Source: an optimization exercise on an open RTL-to-GDS flow (aim: small area, a short achievable clock period and few clock cycles). Production flows keep margins and buffers that such runs may drop. In this exercise RTL edits were held to simulation tests only and were not proved equivalent to the original. Power figures rest on the tool's default switching activity, not on a simulated workload.

==> flow/design.v (excerpt) <==
module ambient_light_backlight_controller (
   input  logic       clock,
   input  logic       reset,
   input  logic        req_valid,
   output logic        req_ready,
   input  logic        req_kind,
   input  logic [15:0] req_lux_sample,
   input  logic        req_auto_mode,
   input  logic        req_slider_valid,
   input  logic [7:0]  req_slider_level,
   output logic        rsp_valid,
   input  logic        rsp_ready,
   output logic [9:0]  rsp_backlight_level,
   output logic        rsp_level_written,
   output logic [9:0]  rsp_target_level,
   output logic [15:0] rsp_filtered_lux,
   input  logic       csr_wr_en,
   input  logic [2:0] csr_index,
   input  logic [9:0] csr_wr_data
);
   logic [7:0]  alpha_up_ff, alpha_down_ff;
   logic [9:0]  midpoint_ff;
   logic [5:0]  band_ff;
   logic [2:0]  shift_ff;
   logic [9:0]  min_ff, max_ff;
   logic [20:0]        kdiv_ff;
   logic signed [10:0] span_ff;
   logic [9:0]         span_abs_ff;
   logic        ready_ff;
   logic        req_fire, tick_fire, samp_fire, mode_change;
   logic        last_mode_ff, last_mode_valid_ff;
   logic [7:0]  manual_ff;
   logic [15:0] med_val;
   logic [23:0] filt_ff;
   logic [7:0]  last_slider_ff;
   logic        last_slider_valid_ff;
   logic signed [10:0] offset_ff;
   logic [9:0]  goal_ff;
   logic        goal_valid_ff;
   logic [9:0]  cur_ff;
   logic        cur_valid_ff;
   logic        v1, v2, v2b, v2c, v3, v4;
   logic        ld1, ld2, ld2b, ld2c, ld3, ld4;
   logic [15:0] med1;
   logic        am1, mc1, sv1;
   logic [7:0]  sw1;
   logic        am2, mc2, cap2;
   logic [7:0]  sw2;
   logic        am2b, mc2b, cap2b;
   logic [7:0]  sw2b;
   logic [12:0] rem2b;
   logic [16:0] den2b;
  ...
make LEC_CHECK=0 ABC_AREA=1 CAP_MARGIN=20 CORE_MARGIN=2 CORE_UTILIZATION=55 SETUP_SLACK_MARGIN=1.5 SLEW_MARGIN=20 finish   # period 10.0 ns
run.sh (not shown) runs the stock make flow with config.mk's settings and CLKGATE_MAP_FILE= SYNTH_SCRIPT=/design/flow/synth_recipe.tcl, a recipe that flattens the netlist after the stock synthesis.
Testbench counts at the start, summed over its fixed seeds: cycles 3,920.
==> next run, changes <==
- CORE_UTILIZATION: 55 -> 40
- SETUP_SLACK_MARGIN: 1.5 -> 2.5
- The changed run completed without violations
- combinational power climbs by about 5%
- synthesized cell count does not change
- die area is higher by 37%
- sequential share of layout area came out lower by 1.1 points
- synthesized area does not change
- non-clock buffer count is higher by 119
- routed wire length increases by 2.1%
- count of clock-buffer cells in the layout shrinks by 3
- worst setup slack gets better by 0.37 ns
- final area climbs by 4.6%
- total power grows by 3.8%
==> next run, changes <==
- SETUP_SLACK_MARGIN: 2.5 -> 1.5
Effect: The changed run went through all stages and came out clean; register-to-register slack loses 0.88 ns; utilization fell by 1.9 points; area after synthesis is unchanged; sequential share of layout area increases by 1.0 points; count of clock-buffer cells in the layout fell by 4; total power goes down by 5.1%; design area went down by 4.0%; routed wire length falls by 2.8%.

== run A ==
ambient_light_backlight_controller again, from the RTL that the note above started with.
## ambient_light_backlight_controller
module ambient_light_backlight_controller (
   input  logic       clock,
   input  logic       reset,
   input  logic        req_valid,
   output logic        req_ready,
   input  logic        req_kind,
   input  logic [15:0] req_lux_sample,
   input  logic        req_auto_mode,
   input  logic        req_slider_valid,
   input  logic [7:0]  req_slider_level,
   output logic        rsp_valid,
   input  logic        rsp_ready,
   output logic [9:0]  rsp_backlight_level,
   output logic        rsp_level_written,
   output logic [9:0]  rsp_target_level,
   output logic [15:0] rsp_filtered_lux,
   input  logic       csr_wr_en,
   input  logic [2:0] csr_index,
   input  logic [9:0] csr_wr_data
);
make LEC_CHECK=0 ABC_AREA=1 CAP_MARGIN=20 CORE_MARGIN=2 CORE_UTILIZATION=40 SETUP_SLACK_MARGIN=2.0 SLEW_MARGIN=20 finish   # period 10.0 ns
Testbench counts of run A, summed over its fixed seeds: cycles 3,920.
Input-level comparison between run B and run A:
- a change of SETUP_SLACK_MARGIN from 2.0 to 1.5
- a deleted ABC_AREA that had been 1
Notes after the runs:
Per the comparison of run B with run A, wire length shows a reduction of 8500 um; number of buffers and inverters on the critical path went down 2; sequential share of layout area fell by 0.16 points. From run A to run B the numbers moved as follows: register area closely matched the old numbers; power closely matched the old numbers; met3 track utilization from global routing closely matched the old numbers; sequential-to-total area share from yosys stat increased by 0.56 points relative to the old numbers. Where post-layout minimum cycle time is concerned, run A is better than run B.
What run C does differently from run B at the input level:
- setting ABC_AREA to 1 for the first time
- changing SETUP_SLACK_MARGIN from 1.5 to 3.5
==> comparison <==
No stage failed in run C, and the final checks on the layout all came back clean. Run B → run C: clock network area share now smaller, via count saw an increase, final period utilization decreased by 10 points relative to the old numbers, upper clock frequency limit rose about 13%. Run B consumes less power than run C. Compared with run B, run C shows global-route usage higher by 2.2 points. Summary of the comparison: combinational power share is higher in run C, relative to run B. Compared with run B, in run C routing usage on met1 has increased; worst setup slack has increased; number of global-route vias before repair has increased; synthesized cell count has increased.

Another version of the RTL of ambient_light_backlight_controller (not shown whole).
Size: roughly 500 flip-flops, roughly 84 I/O pins, ~0.050 mm^2 of cells after synthesis.
// ambient_light_backlight_controller
module ambient_light_backlight_controller (
   input  logic       clock,
   input  logic       reset,
   input  logic        req_valid,
   output logic        req_ready,
   input  logic        req_kind,
   input  logic [15:0] req_lux_sample,
   input  logic        req_auto_mode,
   input  logic        req_slider_valid,
   input  logic [7:0]  req_slider_level,
   output logic        rsp_valid,
   input  logic        rsp_ready,
   output logic [9:0]  rsp_backlight_level,
   output logic        rsp_level_written,
   output logic [9:0]  rsp_target_level,
   output logic [15:0] rsp_filtered_lux,
   input  logic       csr_wr_en,
   input  logic [2:0] csr_index,
   input  logic [9:0] csr_wr_data
);
Settings: LEC_CHECK=0, ABC_AREA=1, CAP_MARGIN=20, CORE_MARGIN=2, CORE_UTILIZATION=40, PLACE_DENSITY=0.75, SETUP_SLACK_MARGIN=2.0, SLEW_MARGIN=20; clock period 10.0 ns.
Testbench counts at the start, summed over its fixed seeds: cycles 3,925.
Then changed:
- PLACE_DENSITY: 0.75 -> not set
The changed run produced a clean layout.
Setup slack is better by 0.0068 ns.
Sequential share of layout area hardly moves.
Total power grows by 0.85%.

-- port drivers added, routing unchanged --
The flow's constraints put no driver on any port. The routed layouts listed below were extracted and timed again, unchanged, in two steps. Step 1 sets driving cells, clkbuf_16 on the clock port and buf_2 on the other inputs (assumed; they add their load-dependent delay and slew). Step 2, shift: input delay + t, output delay - t, t = (earliest + latest rising clock arrival at the registers) / 2. This alone moves slack from input paths to output paths. a / b / c = ideal / step 1 / step 2; a / b = the first two.
run	t, ns	setup slack, ns	hold slack, ns	clock arrival spread, ns
the first run of note 1	0.685	1.878 / 1.811 / 2.118	0.418 / 0.418 / 0.418	0.030 / 0.031
the second run of note 1	0.734	2.250 / 2.176 / 2.909	0.410 / 0.410 / 0.410	0.040 / 0.039
the third run of note 1	0.712	1.826 / 1.752 / 2.045	0.417 / 0.417 / 0.417	0.035 / 0.035
run A	0.711	2.261 / 2.187 / 2.477	0.418 / 0.418 / 0.418	0.033 / 0.034
run B	0.733	1.173 / 1.096 / 1.613	0.410 / 0.410 / 0.410	0.039 / 0.038
run C	0.738	2.219 / 2.142 / 2.881	0.403 / 0.403 / 0.403	0.038 / 0.039
the first run of note 3	0.699	2.200 / 2.132 / 2.449	0.419 / 0.419 / 0.419	0.073 / 0.074
the second run of note 3	0.740	2.207 / 2.138 / 2.271	0.423 / 0.423 / 0.423	0.057 / 0.058
After both steps setup and hold are still met in every run listed.
